Background: an optimization exercise with open tools, aiming at small area. Do not read the settings as production practice.
At most, simulation tests tie the RTL to the original design; equivalence was not proved.
Power and IR drop assume default switching activity.

==> flow/design.v (excerpt) <==
module upcoin_top (
  input  logic clk,
  input  logic block_load,
  input  logic sck,
  input  logic sdi,
  output logic sdo,
  output logic done
);
Size: ~2,900 cells after synthesis, about 800 flip-flops, ~6 I/O pins, about 0.034 mm² of cells after synthesis.
==> flow/config.mk <==
export PLATFORM = sky130hd
export DESIGN_NAME = upcoin_top
export DESIGN_NICKNAME = upcoin_top
export VERILOG_FILES = /design/flow/design.v
export SDC_FILE = /design/flow/constraint.sdc
export NUM_CORES = 4
export LEC_CHECK = 0
export CAP_MARGIN = 20
export CORE_MARGIN = 2
export CORE_UTILIZATION = 80
export CTS_BUF_LIST = sky130_fd_sc_hd__clkbuf_8
export CTS_CLUSTER_DIAMETER = 50
export CTS_CLUSTER_SIZE = 18
export PLACE_DENSITY = 0.88
export SLEW_MARGIN = 20
==> flow/constraint.sdc <==
create_clock -name core_clock -period 10.0 [get_ports {clk}]
set_input_delay 2.0000 -clock core_clock [delete_from_list [all_inputs] [get_ports {clk}]]
set_output_delay 2.0000 -clock core_clock [all_outputs]
set_load 0.01 [all_outputs]
standard.sh (not shown) runs the stock make flow with config.mk's settings and CLKGATE_MAP_FILE= SYNTH_SCRIPT=/design/flow/synth_recipe.tcl, a recipe that flattens the netlist after the stock synthesis.
==> flow/flow/run.sh <==
#!/bin/bash
set -euo pipefail
cd "$(dirname "$0")/.."
export CTS_ARGS="-sink_clustering_enable -repair_clock_nets -dont_use_dummy_load -buf_list sky130_fd_sc_hd__clkbuf_8 -sink_clustering_size 18 -sink_clustering_max_diameter 50"
bash standard.sh > standard_flow.log 2>&1
The baseline aborted during global routing (5_1_grt).
Next try:
==> flow/run.sh (new file) <==
#!/bin/bash
# synth_recipe.tcl (not shown) runs the flow's synth.tcl, then flattens the netlist and writes it again
# the make line also repeats each setting of config.mk as NAME=value (left out here)
make -C /OpenROAD-flow-scripts/flow DESIGN_CONFIG=/design/flow/config.mk WORK_HOME=/design/flow/orfs CLKGATE_MAP_FILE= SYNTH_SCRIPT=/design/flow/synth_recipe.tcl finish
Settings changed: CORE_UTILIZATION 80 to 40, CTS_BUF_LIST sky130_fd_sc_hd__clkbuf_8 to sky130_fd_sc_hd__clkbuf_16, CTS_CLUSTER_DIAMETER 50 to 90, CTS_CLUSTER_SIZE 18 to 34, PLACE_DENSITY 0.88 to not set.
removed: flow/flow/run.sh
removed: flow/standard.sh
Effect:
- Now the flow finished clean
- area after synthesis is unchanged
- synthesized cell count is unchanged
Next try:
==> flow/flow/run.sh (new file) <==
#!/bin/bash
set -euo pipefail
cd "$(dirname "$0")/.."
export CTS_ARGS="-sink_clustering_enable -repair_clock_nets -dont_use_dummy_load -buf_list sky130_fd_sc_hd__clkbuf_16 -sink_clustering_size 26 -sink_clustering_max_diameter 80"
bash standard.sh > standard_flow.log 2>&1
==> flow/standard.sh (new file) <==
#!/bin/bash
# synth_recipe.tcl (not shown) runs the flow's synth.tcl, then flattens the netlist and writes it again
# the make line also repeats each setting of config.mk as NAME=value (left out here)
make -C /OpenROAD-flow-scripts/flow DESIGN_CONFIG=/design/flow/config.mk WORK_HOME=/design/flow/orfs CLKGATE_MAP_FILE= SYNTH_SCRIPT=/design/flow/synth_recipe.tcl "${@:-finish}"
Settings changed: CORE_UTILIZATION 40 to 65, CTS_CLUSTER_DIAMETER 90 to 80, CTS_CLUSTER_SIZE 34 to 26.
removed: flow/run.sh
Critical path depth does not change.
Die area decreases by about 40%.
Global-route usage grows by 16 points.
Power increases by about 1.8%.
Clock skew rises by 61 ps.
Final area went down by 1.4%.
Core utilization rises by 26 points.
Next try:
Settings changed: CORE_UTILIZATION 65 to 40.
Count of clock-buffer cells in the layout rose by 2.
Design area is higher by 1.6%.
Setup slack loses 200 ps.
Register-to-register slack loses 200 ps.
Synthesized area does not change.
Core utilization fell by 26 points.
Non-clock buffer count is lower by 1.

---

upcoin_top, a different RTL version from the one above (not shown whole).
Size: ~800 flip-flops, roughly 6 I/O pins.
clock: 10.0 ns
lec_check: 0
cap_margin: 20
core_margin: 2
core_utilization: 40
cts_buf_list: sky130_fd_sc_hd__clkbuf_16
cts_cluster_diameter: 80
cts_cluster_size: 26
slew_margin: 20
run.sh (not shown) runs the stock make flow with config.mk's settings and CLKGATE_MAP_FILE= SYNTH_SCRIPT=/design/flow/synth_recipe.tcl, a recipe that flattens the netlist after the stock synthesis.
Stock flow here: none of the scripts above is used.
Edit:
- CTS_CLUSTER_DIAMETER: 80 -> 60
- CTS_CLUSTER_SIZE: 26 -> 30
What happened: Via count rises by 0.70%; setup slack is better by 0.070 ns; global-route usage stays flat; area after synthesis stays the same.
No functional check of the RTL was part of any run of this note.

---

== the previous run ==
Another version of the RTL of upcoin_top (not shown whole).
Size: roughly 2600 cells after synthesis, about 800 flip-flops, ~6 I/O pins, about 33000 µm² of cells after synthesis.
==> flow/config.mk <==
export PLATFORM = sky130hd
export DESIGN_NAME = upcoin_top
export DESIGN_NICKNAME = upcoin_top
export VERILOG_FILES = /design/flow/design.v
export SDC_FILE = /design/flow/constraint.sdc
export NUM_CORES = 4
export LEC_CHECK = 0
export CAP_MARGIN = 20
export CORE_MARGIN = 2
export CORE_UTILIZATION = 65
export CTS_BUF_LIST = sky130_fd_sc_hd__clkbuf_16
export CTS_CLUSTER_DIAMETER = 80
export CTS_CLUSTER_SIZE = 28
export SLEW_MARGIN = 20
export SYNTH_HIERARCHICAL = 1
export SYNTH_MINIMUM_KEEP_SIZE = 0
==> flow/constraint.sdc <==
create_clock -name core_clock -period 10.0 [get_ports {clk}]
set_input_delay 2.0000 -clock core_clock [delete_from_list [all_inputs] [get_ports {clk}]]
set_output_delay 2.0000 -clock core_clock [all_outputs]
set_load 0.01 [all_outputs]
standard.sh (not shown) runs the stock make flow with config.mk's settings and CLKGATE_MAP_FILE= SYNTH_SCRIPT=/design/flow/synth_recipe.tcl, a recipe that flattens the netlist after the stock synthesis.
==> flow/flow/run.sh <==
#!/bin/bash
set -euo pipefail
cd "$(dirname "$0")/.."
export CTS_ARGS="-sink_clustering_enable -repair_clock_nets -dont_use_dummy_load -buf_list sky130_fd_sc_hd__clkbuf_16 -sink_clustering_size 28 -sink_clustering_max_diameter 80"
bash standard.sh > standard_flow.log 2>&1
What the current run does differently from the previous run at the input level:
# the previous run
export LEC_CHECK = 0
export CAP_MARGIN = 20
export CORE_MARGIN = 2
export CORE_UTILIZATION = 65
export CTS_BUF_LIST = sky130_fd_sc_hd__clkbuf_16
export CTS_CLUSTER_DIAMETER = 80
export CTS_CLUSTER_SIZE = 28
export SLEW_MARGIN = 20
export SYNTH_HIERARCHICAL = 1
export SYNTH_MINIMUM_KEEP_SIZE = 0
create_clock -name core_clock -period 10.0 [get_ports {clk}]
# the current run
export LEC_CHECK = 0
export CAP_MARGIN = 20
export CORE_MARGIN = 2
export CORE_UTILIZATION = 65
export CTS_BUF_LIST = sky130_fd_sc_hd__clkbuf_16
export CTS_CLUSTER_DIAMETER = 70
export CTS_CLUSTER_SIZE = 30
export SLEW_MARGIN = 20
export SYNTH_HIERARCHICAL = 1
export SYNTH_MINIMUM_KEEP_SIZE = 0
create_clock -name core_clock -period 10.0 [get_ports {clk}]
==> flow/flow/run.sh <==
#!/bin/bash
set -euo pipefail
cd "$(dirname "$0")/.."
export CTS_ARGS="-sink_clustering_enable -repair_clock_nets -dont_use_dummy_load -buf_list sky130_fd_sc_hd__clkbuf_16 -sink_clustering_size 30 -sink_clustering_max_diameter 70"
bash standard.sh > standard_flow.log 2>&1
Row number of fill cells: the current run higher / the previous run lower. ~same total power in the current run and the previous run. Compared to the previous run, the current run has routed length on met2 0.93% higher.

---

## exp/nickel
upcoin_top with an RTL version that a note above also has.
Size in the first run: roughly 6 I/O pins, about 34000 um2 of cells after synthesis.
==> flow/design.v (excerpt) <==
module upcoin_top (
  input  logic clk,
  input  logic block_load,
  input  logic sck,
  input  logic sdi,
  output logic sdo,
  output logic done
);
  logic        sck_s1, sck_s2;
  logic        sdi_s1;
  logic        sck_rise, sck_fall;
  logic [3:0]  p;          
  logic        run;        
  logic [2:0]  rev;        
  logic [8:0]  cnt;        
  logic [1:0]  pc;         
  logic [2:0]  pb;         
  logic        nb;         
  logic [7:0]  kn;
  logic        nb_d;
  sha256_pkg::word_t win [0:15];
  sha256_pkg::word_t a, b, c, d, e, f, g, h;
  assign sck_rise = sck_s1 & ~sck_s2;
  assign sck_fall = ~sck_s1 & sck_s2;
  always_ff @(posedge clk or negedge block_load) begin
    if (!block_load) begin
      sck_s1 <= 1'b0;
      sck_s2 <= 1'b0;
    end else begin
      sck_s1 <= sck;
      sck_s2 <= sck_s1;
    end
  end
  logic round, sched, fin, init;
  logic ins, ins_last, accept;
  logic [1:0] pc_left;
  logic [9:0] cnt_next;
  assign init  = ~run & ~done;
  assign round = run & ~rev[2];
  assign sched = round & (rev[1:0] != 2'd3);
  assign fin   = run & rev[2] & ~p[3];
  assign accept   = sck_rise & ~((cnt[8:5] == 4'd15) & ({1'b0, cnt[4:0]} + {4'd0, pc} >= 6'd32));
  assign ins      = init & (p == cnt[8:5]) & pc[1];
  assign cnt_next = {1'b0, cnt} + {8'd0, ins, done & sck_fall};
  assign ins_last = ins & cnt_next[9];
  assign pc_left  = ins ? {1'b0, pc[0]} : pc;
  always_ff @(posedge clk or negedge block_load) begin
    if (!block_load) begin
      p    <= '0;
      run  <= 1'b0;
      rev  <= '0;
      cnt  <= '0;
      pc   <= '0;
      done <= 1'b0;
      sdo  <= 1'b0;
    end else begin
      p   <= p + 4'd1;
      cnt <= cnt_next[8:0];
      pc  <= pc_left + {1'b0, accept};
      if (ins_last) run <= 1'b1;
      if (run) begin
        if (p == 4'd15) rev <= rev + 3'd1;
        if (rev[2] && p == 4'd8) begin
          run  <= 1'b0;
          done <= 1'b1;
          sdo  <= a[31];
        end
      end
      if (done && sck_fall) sdo <= nb_d;
    end
  end
  always_ff @(posedge clk) begin
    sdi_s1 <= sdi;
    nb     <= nb_d;
    if (ins) pb[0] <= pb[2];
    if (accept) pb[pc_left] <= sdi_s1;
  end
  assign kn   = cnt[7:0] + 8'd1;
  assign nb_d = (p[2:0] + kn[7:5] == 3'd0) ? a[~kn[4:0]] : nb;
  sha256_pkg::word_t next_word, ins_word, win_in;
  ...
clock: 10.0 ns
lec_check: 0
cap_margin: 20
core_margin: 2
core_utilization: 40
cts_buf_list: sky130_fd_sc_hd__clkbuf_16
cts_cluster_diameter: 80
cts_cluster_size: 26
slew_margin: 20
run.sh (not shown) runs the stock make flow with config.mk's settings and CLKGATE_MAP_FILE= SYNTH_SCRIPT=/design/flow/synth_recipe.tcl, a recipe that flattens the netlist after the stock synthesis.
Stock flow here: none of the scripts above is used.
No stage failed in exp/nickel, and the final checks on the layout all came back clean.
#### Input delta (exp/cedar over exp/nickel)
Settings: CORE_UTILIZATION: 40 -> 65; CTS_CLUSTER_SIZE: 26 -> 34.
==> flow/flow/run.sh (new file) <==
#!/bin/bash
set -euo pipefail
cd "$(dirname "$0")/.."
export CTS_ARGS="-sink_clustering_enable -repair_clock_nets -dont_use_dummy_load -buf_list sky130_fd_sc_hd__clkbuf_16 -sink_clustering_size 34 -sink_clustering_max_diameter 80"
bash standard.sh > standard_flow.log 2>&1
==> flow/standard.sh (new file) <==
#!/bin/bash
# synth_recipe.tcl (not shown) runs the flow's synth.tcl, then flattens the netlist and writes it again
# the make line also repeats each setting of config.mk as NAME=value (left out here)
make -C /OpenROAD-flow-scripts/flow DESIGN_CONFIG=/design/flow/config.mk WORK_HOME=/design/flow/orfs CLKGATE_MAP_FILE= SYNTH_SCRIPT=/design/flow/synth_recipe.tcl "${@:-finish}"
removed: flow/run.sh
==> comparison <==
- Result: PASS for each of exp/cedar and exp/nickel
- Fraction of standard cell area that is sequential (higher): exp/cedar
- Between exp/cedar and exp/nickel, it is exp/cedar whose via count is higher, by 1197.
- Between exp/cedar and exp/nickel, it is exp/cedar whose growth of design area from synthesis to finish is lower, by 2.9 points.
- Number of flip-flops and latches of exp/nickel is on par with exp/cedar.
- exp/nickel -> exp/cedar: largest net degree at the start of global routing decreased by a few percent
- exp/cedar vs exp/nickel, instance count: exp/cedar lower
- exp/cedar vs exp/nickel — clock-cell share of area dropped 1.2 points.
- From exp/nickel to exp/cedar the numbers moved as follows: multi-input logic portion of the cell area shows an increase of 1.2 points; initial standard-cell utilization of the core shows an increase of 25 points; global routing usage on met1 shows an increase of 19 points; required time at the worst-slack endpoint shows a reduction of 0.03 ns.
diff inputs: exp/cedar => exp/ember
Settings: CTS_CLUSTER_DIAMETER now 60, was 80; PLACE_DENSITY now 0.88, previously not set; CORE_UTILIZATION now 80, was 65.
==> flow/flow/run.sh <==
#!/bin/bash
set -euo pipefail
cd "$(dirname "$0")/.."
export CTS_ARGS="-sink_clustering_enable -repair_clock_nets -dont_use_dummy_load -buf_list sky130_fd_sc_hd__clkbuf_16 -sink_clustering_size 34 -sink_clustering_max_diameter 60"
bash standard.sh > standard_flow.log 2>&1
==> comparison <==
FAIL: exp/ember; every other run in exp/ember and exp/cedar is clean. exp/ember terminated abnormally: global routing reported GRT-0116. Die span in x: exp/ember vs exp/cedar down about 10%. Diff exp/cedar -> exp/ember: number of clock sinks shows no meaningful change, final weighted congestion in routability-driven placement moved up, placed wire-length estimate after detailed placement shows an increase of 16%, number of storage elements in the synthesis netlist held, number of cells after detailed placement has decreased. Going from exp/cedar to exp/ember, worst setup timing slack at the placement stage went down by 0.13 ns, area after synthesis comparable. The chip height of exp/ember falls short of that of exp/cedar by 22 um.
Edits applied to the flow inputs when going from exp/ember to exp/yarrow:
Settings: CORE_UTILIZATION: 80 -> 65; CTS_CLUSTER_DIAMETER: 60 -> 80; CAP_MARGIN: 20 -> 0; CTS_CLUSTER_SIZE: 34 -> 26; SLEW_MARGIN: 20 -> 0; PLACE_DENSITY: 0.88 -> unset.
==> flow/run.sh (new file) <==
#!/bin/bash
# synth_recipe.tcl (not shown) runs the flow's synth.tcl, then flattens the netlist and writes it again
# the make line also repeats each setting of config.mk as NAME=value (left out here)
make -C /OpenROAD-flow-scripts/flow DESIGN_CONFIG=/design/flow/config.mk WORK_HOME=/design/flow/orfs CLKGATE_MAP_FILE= SYNTH_SCRIPT=/design/flow/synth_recipe.tcl finish
removed: flow/flow/run.sh
removed: flow/standard.sh
[summary]
exp/yarrow reached the final stage; the timing, design-rule and antenna checks on its layout passed.
Taking exp/ember as the reference, in exp/yarrow die span in x now larger; total of cells resized after clock tree synthesis did not really move; number of placed instances, taps included up 139; number of buffers inserted during clock tree synthesis went up by 1.
Post-DP HPWL went down by more than 10% going from exp/ember to exp/yarrow.

---

upcoin_top, a different RTL version from the one above (not shown whole).
Size in the first run: roughly 800 flip-flops, ~6 I/O pins.
export LEC_CHECK = 0
export CAP_MARGIN = 20
export CORE_MARGIN = 2
export CORE_UTILIZATION = 65
export CTS_BUF_LIST = sky130_fd_sc_hd__clkbuf_16
export CTS_CLUSTER_DIAMETER = 80
export CTS_CLUSTER_SIZE = 30
export SLEW_MARGIN = 20
create_clock -name core_clock -period 10.0 [get_ports {clk}]
standard.sh (not shown) runs the stock make flow with config.mk's settings and CLKGATE_MAP_FILE= SYNTH_SCRIPT=/design/flow/synth_recipe.tcl, a recipe that flattens the netlist after the stock synthesis.
==> flow/flow/run.sh <==
#!/bin/bash
set -euo pipefail
cd "$(dirname "$0")/.."
export CTS_ARGS="-sink_clustering_enable -repair_clock_nets -dont_use_dummy_load -buf_list sky130_fd_sc_hd__clkbuf_16 -sink_clustering_size 30 -sink_clustering_max_diameter 80"
bash standard.sh > standard_flow.log 2>&1
The baseline finished with timing, DRC and antenna clean.
Edit:
==> flow/flow/run.sh (replaced) <==
#!/bin/bash
set -euo pipefail
cd "$(dirname "$0")/.."
export CTS_ARGS="-sink_clustering_enable -repair_clock_nets -dont_use_dummy_load -buf_list sky130_fd_sc_hd__clkbuf_16 -sink_clustering_size 26 -sink_clustering_max_diameter 80"
bash standard.sh > standard_flow.log 2>&1
CTS_CLUSTER_SIZE = 26   (was 30)
Effect: Hold slack improves by 0.0040 ns. Setup slack is worse by 0.028 ns. Clock-buffer cell count is higher by 3. Cell count stays flat. Final area is about the same. Sequential power stays flat. Routed wire length is about the same.

==> port drivers added, routing unchanged <==
In the flow no input, the clock included, has a driving cell. The finished layouts below were timed again as built, in two steps.
Step 1 assumes that a clkbuf_16 drives the clock port and a buf_2 every other input.
Step 2 moves the port delays by t, midway between the first and last clock arrival at a register: inputs arrive t later, outputs are due t later. That takes back most of the time a late clock gives input paths.
Slacks: ideal ports / drivers / drivers and shift; pairs: ideal ports / drivers.
run | t (ns) | slack for setup (ns) | worst hold slack (ns) | clock arrival spread, ns
the second run of note 1 | 0.702 | 1.497 / 1.497 / 1.497 | 0.329 / 0.329 / 0.329 | 0.023 / 0.023
the third run of note 1 | 0.643 | 1.736 / 1.736 / 1.736 | 0.289 / 0.289 / 0.289 | 0.089 / 0.089
the fourth run of note 1 | 0.639 | 1.537 / 1.537 / 1.537 | 0.298 / 0.298 / 0.298 | 0.069 / 0.069
the first run of note 2 | 0.677 | 1.822 / 1.822 / 1.822 | 0.305 / 0.305 / 0.305 | 0.066 / 0.066
the second run of note 2 | 0.692 | 1.892 / 1.892 / 1.892 | 0.313 / 0.313 / 0.313 | 0.101 / 0.101
the previous run | 0.628 | 0.925 / 0.925 / 0.925 | 0.306 / 0.306 / 0.306 | 0.121 / 0.122
the current run | 0.613 | 0.994 / 0.994 / 0.994 | 0.262 / 0.262 / 0.262 | 0.114 / 0.115
exp/nickel | 0.667 | 1.560 / 1.560 / 1.560 | 0.321 / 0.321 / 0.321 | 0.030 / 0.031
exp/cedar | 0.625 | 1.786 / 1.786 / 1.786 | 0.258 / 0.258 / 0.258 | 0.118 / 0.117
exp/yarrow | 0.677 | 1.684 / 1.684 / 1.684 | 0.326 / 0.326 / 0.326 | 0.028 / 0.028
the first run of note 5 | 0.627 | 1.652 / 1.652 / 1.652 | 0.280 / 0.280 / 0.280 | 0.115 / 0.115
the second run of note 5 | 0.631 | 1.624 / 1.624 / 1.624 | 0.284 / 0.284 / 0.284 | 0.116 / 0.115
After both steps setup and hold are still met in every run listed.
